This is an optimization exercise on Yosys and OpenROAD, whose aim is small area, a short achievable clock period and few clock cycles per item, not a production implementation. Only simulation tests tie the RTL to the original design; equivalence was not proved.

==> flow/design.v, too long to show whole: its modules and the start of the top module <==
// module seven_segment_mux_scanner: 773 lines
module seven_segment_mux_scanner (
  input  logic                         clk_i,
  input  logic                         rst_ni,
  input  logic                         item_valid_i,
  output logic                         item_ready_o,
  input  logic                         item_req_type_i,
  input  logic [ssms_pkg::NumberW-1:0] item_number_i,
  input  logic [ssms_pkg::PointW-1:0]  item_point_index_i,
  output logic                         res_valid_o,
  input  logic                         res_ready_i,
  output logic [ssms_pkg::SegW-1:0]    res_segment_levels_o,
  output logic [ssms_pkg::EnableW-1:0] res_digit_enable_levels_o,
  output logic [ssms_pkg::PosW-1:0]    res_active_position_o,
  input  logic                         psel,
  input  logic                         penable,
  input  logic                         pwrite,
  input  logic [ssms_pkg::AddrW-1:0]   paddr,
  input  logic [ssms_pkg::DataW-1:0]   pwdata,
  output logic [ssms_pkg::DataW-1:0]   prdata,
  output logic                         pready
);
  // ...
==> flow/flow/run.sh <==
#!/bin/bash
# Layout flow: the standard flow (standard.sh) with two changes:
#  - ports are buffered with the cell named in flow/port_buffer.txt (when present)
#    instead of the cell the resizer picks by default; every port still gets a buffer;
#  - when flow/abc_map.script is present, the combinational logic of the standard
#    synthesis is re-mapped with that ABC script (same Yosys script otherwise). The
#    registers (names, count, cell types) are compared with the standard synthesis;
#    if they differ in any way the standard netlist is used unchanged.
# Each tool's output goes to a log file of its own in this folder.
set -uo pipefail
HERE=$(pwd)
RES=$HERE/orfs/results/$FLOW_PLATFORM/seven_segment_mux_scanner/base
EXTRA=()
if [[ -f flow/port_buffer.txt ]]; then
  EXTRA+=("BUFFER_PORTS_ARGS=-buffer_cell $(tr -d ' \n' < flow/port_buffer.txt)")
fi

bash standard.sh "${EXTRA[@]}" synth > $HERE/log_standard_synth.txt 2>&1 || exit 1
cp $RES/1_2_yosys.v $HERE/standard_1_2_yosys.v

# 2. the same synthesis with the ABC script replaced
if [[ -f flow/abc_map.script ]]; then
  MAKELINE=$(grep '^make ' standard.sh)
  {
    echo 'proc abc {args} {'
    echo '  set i [lsearch -exact $args -script]'
    echo "  if {\$i >= 0} { lset args [expr {\$i + 1}] $HERE/flow/abc_map.script }"
    echo '  yosys abc {*}$args'
    echo '}'
    cat synth_recipe.tcl
  } > $HERE/my_synth.tcl
  MYLINE=$(echo "$MAKELINE" | sed -e "s#WORK_HOME=[^ ]*#WORK_HOME=$HERE/orfs_my#" -e "s#SYNTH_SCRIPT=[^ ]*#SYNTH_SCRIPT=$HERE/my_synth.tcl#" -e 's#"\${@:-finish}"#synth#')
  eval "$MYLINE" > $HERE/log_my_synth.txt 2>&1
  MYRES=$HERE/orfs_my/results/$FLOW_PLATFORM/seven_segment_mux_scanner/base
  regs() { grep -E '^\s*sky130_fd_sc_hd__(df|edf|sdf|dl)[a-z0-9_]*\s' "$1" | awk '{print $1, $2}' | sed -E 's/_[0-9]+ / /' | sort; }
  if [[ -f $MYRES/1_2_yosys.v ]] && diff <(regs $HERE/standard_1_2_yosys.v) <(regs $MYRES/1_2_yosys.v) > $HERE/log_reg_diff.txt \
     && [[ $(regs $HERE/standard_1_2_yosys.v | wc -l) -gt 0 ]]; then
    echo "registers match; using the re-mapped netlist" > $HERE/log_choice.txt
    cp $MYRES/1_2_yosys.v $RES/1_2_yosys.v
    rm -f $RES/1_synth.odb $RES/1_synth.sdc
  else
    echo "registers differ; using the standard netlist" > $HERE/log_choice.txt
  fi
fi

# 3. the rest of the standard flow
bash standard.sh "${EXTRA[@]}" finish > $HERE/log_standard_finish.txt 2>&1
==> flow/flow/port_buffer.txt <==
sky130_fd_sc_hd__buf_1
==> flow/standard.sh <==
#!/bin/bash
# synth_recipe.tcl (not shown) runs the flow's synth.tcl, then flattens the netlist and writes it again
# the make line also repeats each setting of config.mk as NAME=value (left out here)
make -C /OpenROAD-flow-scripts/flow DESIGN_CONFIG=/design/flow/config.mk WORK_HOME=/design/flow/orfs CLKGATE_MAP_FILE= SYNTH_SCRIPT=/design/flow/synth_recipe.tcl "${@:-finish}"
==> flow/config.mk <==
export PLATFORM = sky130hd
export DESIGN_NAME = seven_segment_mux_scanner
export DESIGN_NICKNAME = seven_segment_mux_scanner
export VERILOG_FILES = /design/flow/design.v
export SDC_FILE = /design/flow/constraint.sdc
export NUM_CORES = 4
export LEC_CHECK = 0
export ABC_AREA = 1
export CAP_MARGIN = 20
export CORE_MARGIN = 2
export CORE_UTILIZATION = 40
export CTS_BUF_LIST = sky130_fd_sc_hd__clkbuf_16
export CTS_CLUSTER_DIAMETER = 120
export CTS_CLUSTER_SIZE = 25
export PLACE_DENSITY = 0.6
export SETUP_SLACK_MARGIN = 2.2
export SLEW_MARGIN = 20
==> flow/constraint.sdc <==
create_clock -name core_clock -period 4.5 [get_ports {clk_i}]
set_input_delay 0.9000 -clock core_clock [delete_from_list [all_inputs] [get_ports {clk_i}]]
set_output_delay 0.9000 -clock core_clock [all_outputs]
set_load 0.01 [all_outputs]
==> impl_metrics.py, run 1 <==
metrics = {
    "route": {
        "wl_met3_um": 950,
        "dr.pass1.iters": 5,
    },
    "sta": {
        "slew_headroom_pct": 36.6,
        "setup_tns_ps": 0,
    },
    "global_route": {
        "met1_usage_pct": 17.7,
        "grt_max_degree": 168,
    },
    "yosys": {
        "synth_edf_count": 212,
        "synth_compound_area_share_pct": 9.92,
        "seq_area_frac_synth_pct": 40.7,
        "synthMuxAreaShare_pct": 0,
        "synth_top_family_by_area": "simple AND/OR/NAND/NOR gates",
        "synth_cell_type_count": 54,
        "ys.warnings.count": 1,
    },
    "finish": {
        "buffers_excl_clock": 97,
        "finalNetCount": 3086,
    },
    "clock_tree": {
        "cts_max_level": 1,
        "clk_pin_slew_ps": 90,
        "ctsResizeCount": 6,
        "clk_latency_ps": 520,
    },
    "hold_path": {
        "hold_depth": 0,
    },
    "placed_design": {
        "placed_cells": 3616,
    },
    "worst_setup_path": {
        "worst-path-stages": 3,
        "crit_path_max_fanout": 2,
    },
    "outcome": {
        "outcome": "no timing/DRC/antenna violations",
    },
}
Testbench counts, summed over its fixed seeds: cycles 9,792, items 9,600.
==> run 2: changes to the inputs <==
--- a/flow/design.v
+++ b/flow/design.v
@@ -39,33 +39,29 @@
   logic [7:0]      held_q;
   logic [7:0]      en_q;
   logic            lit_q;
   logic            res_valid_q;
   logic       adv_w;
   logic       cfg_wr_w;
   logic [1:0] cfg_idx_w;
   logic [3:0] rd_w;
-  logic [3:0] rd_q;
   assign pready    = 1'b1;
   assign cfg_idx_w = paddr[3:2];
   assign cfg_wr_w  = psel && penable && pwrite;
   always_comb begin
     rd_w = '0;
     case (cfg_idx_w)
       2'd0: rd_w    = num_digits_q;
       2'd1: rd_w[0] = seg_act_high_q;
       2'd2: rd_w[0] = en_act_high_q;
       default: rd_w[0] = scan_en_q;
     endcase
   end
-  always_ff @(posedge clk_i) begin
-    rd_q <= rd_w;
-  end
-  assign prdata = {28'd0, rd_q};
+  assign prdata = {28'd0, rd_w};
   always_ff @(posedge clk_i or negedge rst_ni) begin
     if (!rst_ni) begin
       num_digits_q   <= 4'd4;
       seg_act_high_q <= 1'b1;
       en_act_high_q  <= 1'b0;
       scan_en_q      <= 1'b0;
     end else if (cfg_wr_w) begin
       case (cfg_idx_w)
--- a/flow/config.mk
+++ b/flow/config.mk
@@ -5,13 +5,13 @@
 export SDC_FILE = /design/flow/constraint.sdc
 export NUM_CORES = 4
 export LEC_CHECK = 0
 export ABC_AREA = 1
 export CAP_MARGIN = 20
 export CORE_MARGIN = 2
 export CORE_UTILIZATION = 40
 export CTS_BUF_LIST = sky130_fd_sc_hd__clkbuf_16
-export CTS_CLUSTER_DIAMETER = 120
-export CTS_CLUSTER_SIZE = 25
+export CTS_CLUSTER_DIAMETER = 100
+export CTS_CLUSTER_SIZE = 20
 export PLACE_DENSITY = 0.6
 export SETUP_SLACK_MARGIN = 2.2
 export SLEW_MARGIN = 20
==> run 2 against run 1 <==
Effect of this change: clock skew is 15 ps lower; still clean; critical endpoint is now prdata[0]; critical path depth rose by 2; routed wire length increased by 1.6%; global-route usage is 0.35 points higher.
==> impl_metrics.py, run 2 <==
metrics = {
    "outcome": {
        "outcome": "no timing/DRC/antenna violations",
    },
    "worst_setup_path": {
        "crit_slowest_cell": "buf_2",
        "path_buf_inv": 3,
        "critPathMaxStageDelay_ps": 160,
        "r2r_start": "nxt_q[0]",
        "arrival_ps": 1490,
        "r2r_cells": 8,
        "worstPathCellList": "buf_8 > nor2_4 > inv_2 > o2111ai_2 > buf_2",
        "cp-start-kind": "input pin",
        "endpoint_kind": "output pin",
        "regToRegSetupSlack_ps": 2310,
        "cp.required_ps": 3600,
        "critPathTopFamily": "buffers and inverters",
        "rr_endpoint": "nxt_q[1]",
        "crit_path_max_fanout": 5,
        "crit_type": "in2out",
        "worst-path-stages": 5,
    },
    "finish": {
        "layout.cells.non_filler": 3639,
        "drive_gt1_share_pct": 10.5,
        "finalNetCount": 3111,
        "final_common_cell": "nand2_1",
        "reg_top3": "digit_q (32), b1_q (25), b2_q (20)",
        "post-route-util_pct": 45.7,
        "regMostFlops": "digit_q",
        "largest_register_ffs": 32,
        "mostFrequentLayoutCells": "nand2_1 (1,066), inv_1 (380), nand3_1 (326)",
        "diodes": 0,
        "area_delta_synth_final_pct": 12.2,
    },
    "die": {
        "core_um2": 47900,
        "chipHeight_um": 225,
        "io_pins": 134,
        "start_util_pct": 40.7,
        "die_w_um": 225,
        "rows": 80,
        "design.die.area_um2": 50600,
    },
    "flow_run": {
        "maxCapViolations": 0,
    },
    "placed_design": {
        "portBuffers": 74,
        "placed_cells": 3566,
        "gp_congestion": 0.841,
        "hpwl_mm": 28.2,
    },
    "sta": {
        "slew_headroom_pct": 31.3,
        "setup_tns_ps": 0,
        "setup-violations-final": 0,
        "timing.final.crit_share_pct": 53.0,
        "layout_min_cycle_time_ps": 2390,
        "report.final.slew_viol_count": 0,
        "fmax_mhz": 419,
        "hold_violations": 0,
        "tightest_slew_ps": 1030,
        "clock_skew_ps": 20.5,
        "rsz0062_at_grt": "true",
    },
    "global_route": {
        "grt_pass1_vias": 16300,
        "grt_max_degree": 186,
        "top_usage_layer": "met2",
        "grt_pass1_wl_mm": 67.0,
        "grt_use_met3_pct": 1.79,
        "met1_usage_pct": 18.5,
        "grt_usage_pct": 15.0,
        "antenna_found_initial": 0,
        "grt_use_met2_pct": 27.6,
        "overflow": 0,
    },
    "yosys": {
        "synth_area_um2": 19500,
        "seq_area_frac_synth_pct": 41.0,
        "synth_cell_type_count": 48,
        "synth_top_cell_by_area": "edfxtp_1",
        "ys.flop_type": "edfxtp_1",
        "synth_edf_count": 212,
        "yosysTopAreaCellShare_pct": 32.6,
        "ys.warnings.count": 1,
        "syn_area_per_cell_um2": 6.76,
        "netlist_top_cells_count": "nand2_1 (1,091), inv_1 (386), nand3_1 (334)",
        "synth.most_common_cell": "nand2_1",
        "postSynth.asyncResetShare_pct": 23.5,
        "synth_area_leaders": "edfxtp_1 (33%), nand2_1 (21%), nand3_1 (8.6%)",
        "syn_inst": 2888,
        "synth_seq_cells": 277,
    },
    "route": {
        "ant_nets": 0,
        "drtIter0Drc": 935,
        "drc_errors": 0,
        "routedWlPerCell_um": 10.7,
        "dr.pass1.iters": 5,
        "num_vias": 17900,
        "drt-total-wl_mm": 38.8,
        "detail_route.vias_per_cell": 4.91,
    },
    "clock_tree": {
        "clk_latency_ps": 530,
        "ctsLongestPathBuffers": 3,
        "cts_buffers": 18,
        "hold_buffers": 0,
        "cts_tree": "built",
        "cts_root_buf": "clkbuf_16",
        "cts_max_level": 1,
        "clk_pin_slew_ps": 80,
        "cts_sinks": 277,
    },
    "hold_path": {
        "hold_class": "in2async",
    },
}
-- run 2: worst max path at each step --
stage,slack (ps),start,end
final,2110,paddr[2],prdata[0]
after global routing,2080,paddr[2],prdata[0]
after CTS,2090,paddr[2],prdata[0]
after detailed placement,1420,res_ready_i,digit_q[17]
after global placement,1460,res_ready_i,digit_q[17]
after floorplan,1370,res_ready_i,digit_q[17]
-- run 2: stage by stage --
stage,setup WS [ps],hold WS [ps],cell area [µm²]
after floorplan,1370,400,19700
after global placement,1460,400,20500
after detailed placement,1420,405,20500
after CTS,2090,405,21100
after global routing,2080,426,21900
final,2110,386,21900
-- run 2: cell type report --
| cell class | instances | area (µm²) |
|---|---|---|
| Fill cell | 4695 | 26000 |
| Timing Repair Buffer | 122 | 697 |
| Clock inverter | 8 | 45.0 |
| Tap cell | 615 | 769 |
| Sequential cell | 277 | 8010 |
| Clock buffer | 19 | 475 |
| Inverter | 412 | 1560 |
| Multi-Input combinational cell | 2186 | 10400 |
-- run 2: metal layers --
layer | share of wire [%] | vias to the layer above
met2 | 49 | 230
met4 | 2.0 | 0
met3 | 2.7 | 52
li1 | - | 9543
met5 | 0 | -
met1 | 47 | 8031
-- run 2: cell families after synthesis --
group,count (synthesis),synth area share (%)
and+or+nand+nor,1769,37.8
buffers and inverters,452,9.29
AOI/OAI and AO/OA,359,10.3
DFF,277,41.0
xor gates and xnor gates,15,0.673
adders and majority gates,14,0.897
other,2,0.0385
-- run 2: timing repair --
item | CTS | global route
setup buffers | 5 | 41
pin swaps | 4 | 27
endpoints found under the setup margin | 26 | 102
hold endpoints to repair | 0 | 0
gates resized for setup | 24 | 137
Testbench counts of run 2, summed over its fixed seeds: cycles 9,792, items 9,600.

[afterwards: timing with drivers on the ports]
In the flow no input, the clock included, has a driving cell. The finished layouts below were timed again as built, in two steps. Step 1: set_driving_cell puts a clkbuf_16 on clk_i and a buf_2 on each other input, an assumption about the parent block. Step 2 moves the port delays by t, midway between the first and last clock arrival at a register: inputs arrive t later, outputs are due t later. That takes back most of the time a late clock gives input paths. a / b / c = no drivers / after step 1 / after step 2; a / b = the first two.
run	shift t [ns]	setup slack, ns	worst setup path at the end	slew at the worst register clock pin (ns)
run 1	0.552	2.204 / 2.172 / 1.838	input to register	0.11 / 0.11
run 2	0.573	2.114 / 2.075 / 1.771	input to register	0.09 / 0.09
After both steps every run listed still meets setup and hold. For run 1, which loses most, drivers alone change the setup slack by -0.032 ns; drivers and shift together by -0.366 ns.
